Background: an optimization exercise with open tools, aiming at small area, a short achievable clock period and few clock cycles per item. Do not read the settings as production practice. At most, simulation tests tie the RTL to the original design; equivalence was not proved. Power is estimated from default activity; no workload was simulated.

Design input_event_state_tracker, start of the top module:
module input_event_state_tracker #(
  parameter int KEY_COUNT    = 256,
  parameter int BUTTON_COUNT = 8
) (
  input  logic                            clk,
  input  logic                            rst,
  input  logic                            cfg_we,
  input  logic [iest_pkg::CFG_IDX_W-1:0]  cfg_index,
  input  logic [iest_pkg::CFG_DATA_W-1:0] cfg_data,
  input  logic                            evt_in_valid,
  output logic                            evt_in_ready,
  input  logic [1:0]                      evt_in_device,
  input  logic [2:0]                      evt_in_kind,
  input  logic [7:0]                      evt_in_key_code,
  input  logic [2:0]                      evt_in_button_index,
  input  logic signed [15:0]              evt_in_pos_x,
  input  logic signed [15:0]              evt_in_pos_y,
  output logic                            evt_out_valid,
  input  logic                            evt_out_ready,
  output logic                            evt_out_synthetic,
  output logic [1:0]                      evt_out_device,
  output logic [2:0]                      evt_out_kind,
  output logic [7:0]                      evt_out_key,
  output logic [2:0]                      evt_out_button,
  output logic signed [15:0]              evt_out_cursor_x,
  ...
==> flow/config.mk <==
export PLATFORM = sky130hd
export DESIGN_NAME = input_event_state_tracker
export DESIGN_NICKNAME = input_event_state_tracker
export VERILOG_FILES = /design/flow/design.v
export SDC_FILE = /design/flow/constraint.sdc
export NUM_CORES = 4
export LEC_CHECK = 0
export ABC_CLOCK_PERIOD_IN_PS = 2500
export CAP_MARGIN = 20
export CORE_MARGIN = 2
export CORE_UTILIZATION = 60
export CTS_CLUSTER_DIAMETER = 80
export CTS_CLUSTER_SIZE = 25
export PLACE_DENSITY = 0.75
export SETUP_SLACK_MARGIN = 5
export SLEW_MARGIN = 20
==> flow/constraint.sdc <==
create_clock -name core_clock -period 8.0 [get_ports {clk}]
set_input_delay 1.6000 -clock core_clock [delete_from_list [all_inputs] [get_ports {clk}]]
set_output_delay 1.6000 -clock core_clock [all_outputs]
set_load 0.01 [all_outputs]
standard.sh (not shown) runs the stock make flow with config.mk's settings and CLKGATE_MAP_FILE= SYNTH_SCRIPT=/design/flow/synth_recipe.tcl, a recipe that flattens the netlist after the stock synthesis.
==> flow/flow/run.sh <==
#!/bin/bash
set -euo pipefail
MARGIN=${MARGIN:-5.5}
bash standard.sh SETUP_SLACK_MARGIN=$MARGIN finish > standard.log 2>&1
The first run went through all stages and came out clean.
Rerun with:
--- a/flow/config.mk
+++ b/flow/config.mk
@@ -12,2 +11,0 @@
-export CTS_CLUSTER_DIAMETER = 80
-export CTS_CLUSTER_SIZE = 25
Outcome: Area after synthesis does not change. Global-route usage went up by 0.46 points. First-iteration DRC count goes up by 3.2%. Cell area climbs by 3.1%. Sequential power barely changes. Non-clock buffer count shrinks by 5. Wire length rose by 0.70%. Via count climbs by 1.1%.
Function was not checked in any run of this note: the RTL went through the layout flow alone.

Setup of job 102:
input_event_state_tracker, a different RTL version from the one above (not shown whole).
For scale: ~2600 cells after synthesis, about 160 I/O pins, ~30000 um^2 of cells after synthesis.
Settings: LEC_CHECK=0, ABC_CLOCK_PERIOD_IN_PS=2500, CAP_MARGIN=20, CORE_MARGIN=2, CORE_UTILIZATION=60, CTS_CLUSTER_DIAMETER=60, CTS_CLUSTER_SIZE=40, PLACE_DENSITY=0.75, SETUP_SLACK_MARGIN=5, SLEW_MARGIN=20; clock period 8.0 ns.
==> flow/flow/run.sh <==
#!/bin/bash
set -euo pipefail
MARGIN=${MARGIN:-5.35}
bash standard.sh SETUP_SLACK_MARGIN=$MARGIN \
  "BUFFER_PORTS_ARGS=-buffer_cell sky130_fd_sc_hd__buf_2" finish > standard.log 2>&1
Job 102 went all the way through the flow, and no timing, DRC or antenna check failed.
Testbench counts of job 102, summed over its fixed seeds: cycles 24,365, items 24,000.
Setup changes, job 102 to job 105
Settings: setting TNS_END_PERCENT to 5 for the first time; changing CTS_CLUSTER_DIAMETER from 60 to 80; changing CTS_CLUSTER_SIZE from 40 to 25.
==> flow/flow/run.sh <==
#!/bin/bash
set -euo pipefail
MARGIN=${MARGIN:-5.5}
bash standard.sh SETUP_SLACK_MARGIN=$MARGIN finish > standard.log 2>&1
Results
Job 105 and job 102 ended up with nearly the same via count. Between job 105 and job 102, the difference in footprint of the flip-flops and latches is negligible. Clock network latency to the later pin of the worst-skew pair of job 105 is on par with job 102. Relative to job 102, the fraction of power consumed by sequential logic of job 105 is higher by 3.4 points. When job 105 is set beside job 102, its minimum setup slack in the final design turns out to be 5.3 ps smaller. Relative to job 102, critical path depth has increased by 3 in job 105. The run with more routed wire is job 105, not job 102. Relative to job 102, cell area has increased by about 0.5% in job 105. The final layout from job 102, which completed every stage, passed the timing, DRC and antenna checks at the end of the flow. Job 105 went all the way through the flow, and no timing, DRC or antenna check failed. Depth of the most critical reg-to-reg path, job 105 and job 102, higher one = job 102. Summary — cell area after placement, job 105 relative to job 102: higher, by 730 um^2. Critical path required time on job 105 is up relative to job 102.

input_event_state_tracker again, from the RTL that the note above started with.
==> flow/config.mk <==
export PLATFORM = sky130hd
export DESIGN_NAME = input_event_state_tracker
export DESIGN_NICKNAME = input_event_state_tracker
export VERILOG_FILES = /design/flow/design.v
export SDC_FILE = /design/flow/constraint.sdc
export NUM_CORES = 4
export LEC_CHECK = 0
export ABC_CLOCK_PERIOD_IN_PS = 2500
export CAP_MARGIN = 20
export CORE_MARGIN = 2
export CORE_UTILIZATION = 60
export CTS_CLUSTER_DIAMETER = 80
export CTS_CLUSTER_SIZE = 25
export PLACE_DENSITY = 0.75
export SETUP_SLACK_MARGIN = 5
export SLEW_MARGIN = 20
==> flow/constraint.sdc <==
create_clock -name core_clock -period 8.0 [get_ports {clk}]
set_input_delay 1.6000 -clock core_clock [delete_from_list [all_inputs] [get_ports {clk}]]
set_output_delay 1.6000 -clock core_clock [all_outputs]
set_load 0.01 [all_outputs]
==> flow/flow/run.sh <==
#!/bin/bash
set -euo pipefail
MARGIN=${MARGIN:-5.35}
bash standard.sh SETUP_SLACK_MARGIN=$MARGIN \
  "BUFFER_PORTS_ARGS=-buffer_cell sky130_fd_sc_hd__buf_2" finish > standard.log 2>&1
Testbench counts at the start, summed over its fixed seeds: cycles 24,365, items 24,000.
Then changed:
--- a/flow/flow/run.sh
+++ b/flow/flow/run.sh
@@ -3 +3 @@
-MARGIN=${MARGIN:-5.35}
+MARGIN=${MARGIN:-5.5}
PLACE_DENSITY = 0.85   (was 0.75)
Result: Cell area climbs by 0.94%; count of clock-buffer cells in the layout climbs by 5; power climbs by about 2%; die area does not change; non-clock buffer count climbs by 10; worst setup slack degrades by 39 ps; synthesized cell count is unchanged; sequential share of layout area drops by 0.43 points.
Then changed:
PLACE_DENSITY = 0.75   (was 0.85)
After rerunning:
- die area is unchanged
- power grows slightly
- combinational power shrinks by a few percent
- sequential share of layout area shrinks by 0.60 points
- register-to-register slack is worse by 80 ps
- core utilization grows by 0.58 points

-- separate check: timing with driven ports --
The flow's constraints put no driver on any port. The routed layouts listed below were extracted and timed again, unchanged, in two steps. Step 1 sets driving cells, clkbuf_16 on the clock port and buf_2 on the other inputs (assumed; they add their load-dependent delay and slew). Step 2 times the ports against the registers' clock, not the clock port: input delays grow and output delays shrink by t, the midpoint of the rising clock arrivals with the driver on. Slacks: ideal ports / drivers / drivers and shift; pairs: ideal ports / drivers.
run | t (ns) | setup WS [ns] | worst hold slack (ns) | clock arrival spread, ns | worst data-port slew with drivers (ns)
the first run of note 1 | 0.653 | 5.307 / 5.248 / 4.882 | 0.334 / 0.334 / 0.334 | 0.031 / 0.031 | 0.10
the second run of note 1 | 0.671 | 5.315 / 5.255 / 4.784 | 0.322 / 0.322 / 0.322 | 0.023 / 0.023 | 0.10
job 102 | 0.667 | 5.283 / 5.220 / 4.777 | 0.426 / 0.426 / 0.426 | 0.063 / 0.063 | 0.11
job 105 | 0.654 | 5.278 / 5.267 / 4.664 | 0.429 / 0.429 / 0.429 | 0.032 / 0.032 | 0.09
the first run of note 3 | 0.637 | 5.334 / 5.274 / 4.738 | 0.419 / 0.419 / 0.419 | 0.031 / 0.031 | 0.10
the second run of note 3 | 0.649 | 5.295 / 5.234 / 4.872 | 0.427 / 0.427 / 0.427 | 0.049 / 0.049 | 0.11
the third run of note 3 | 0.651 | 5.331 / 5.270 / 4.808 | 0.405 / 0.405 / 0.405 | 0.023 / 0.023 | 0.09
After both steps every run listed still meets setup and hold. The setup slack of job 105, which loses most, moves by -0.011 ns with the drivers and by -0.614 ns with both steps.
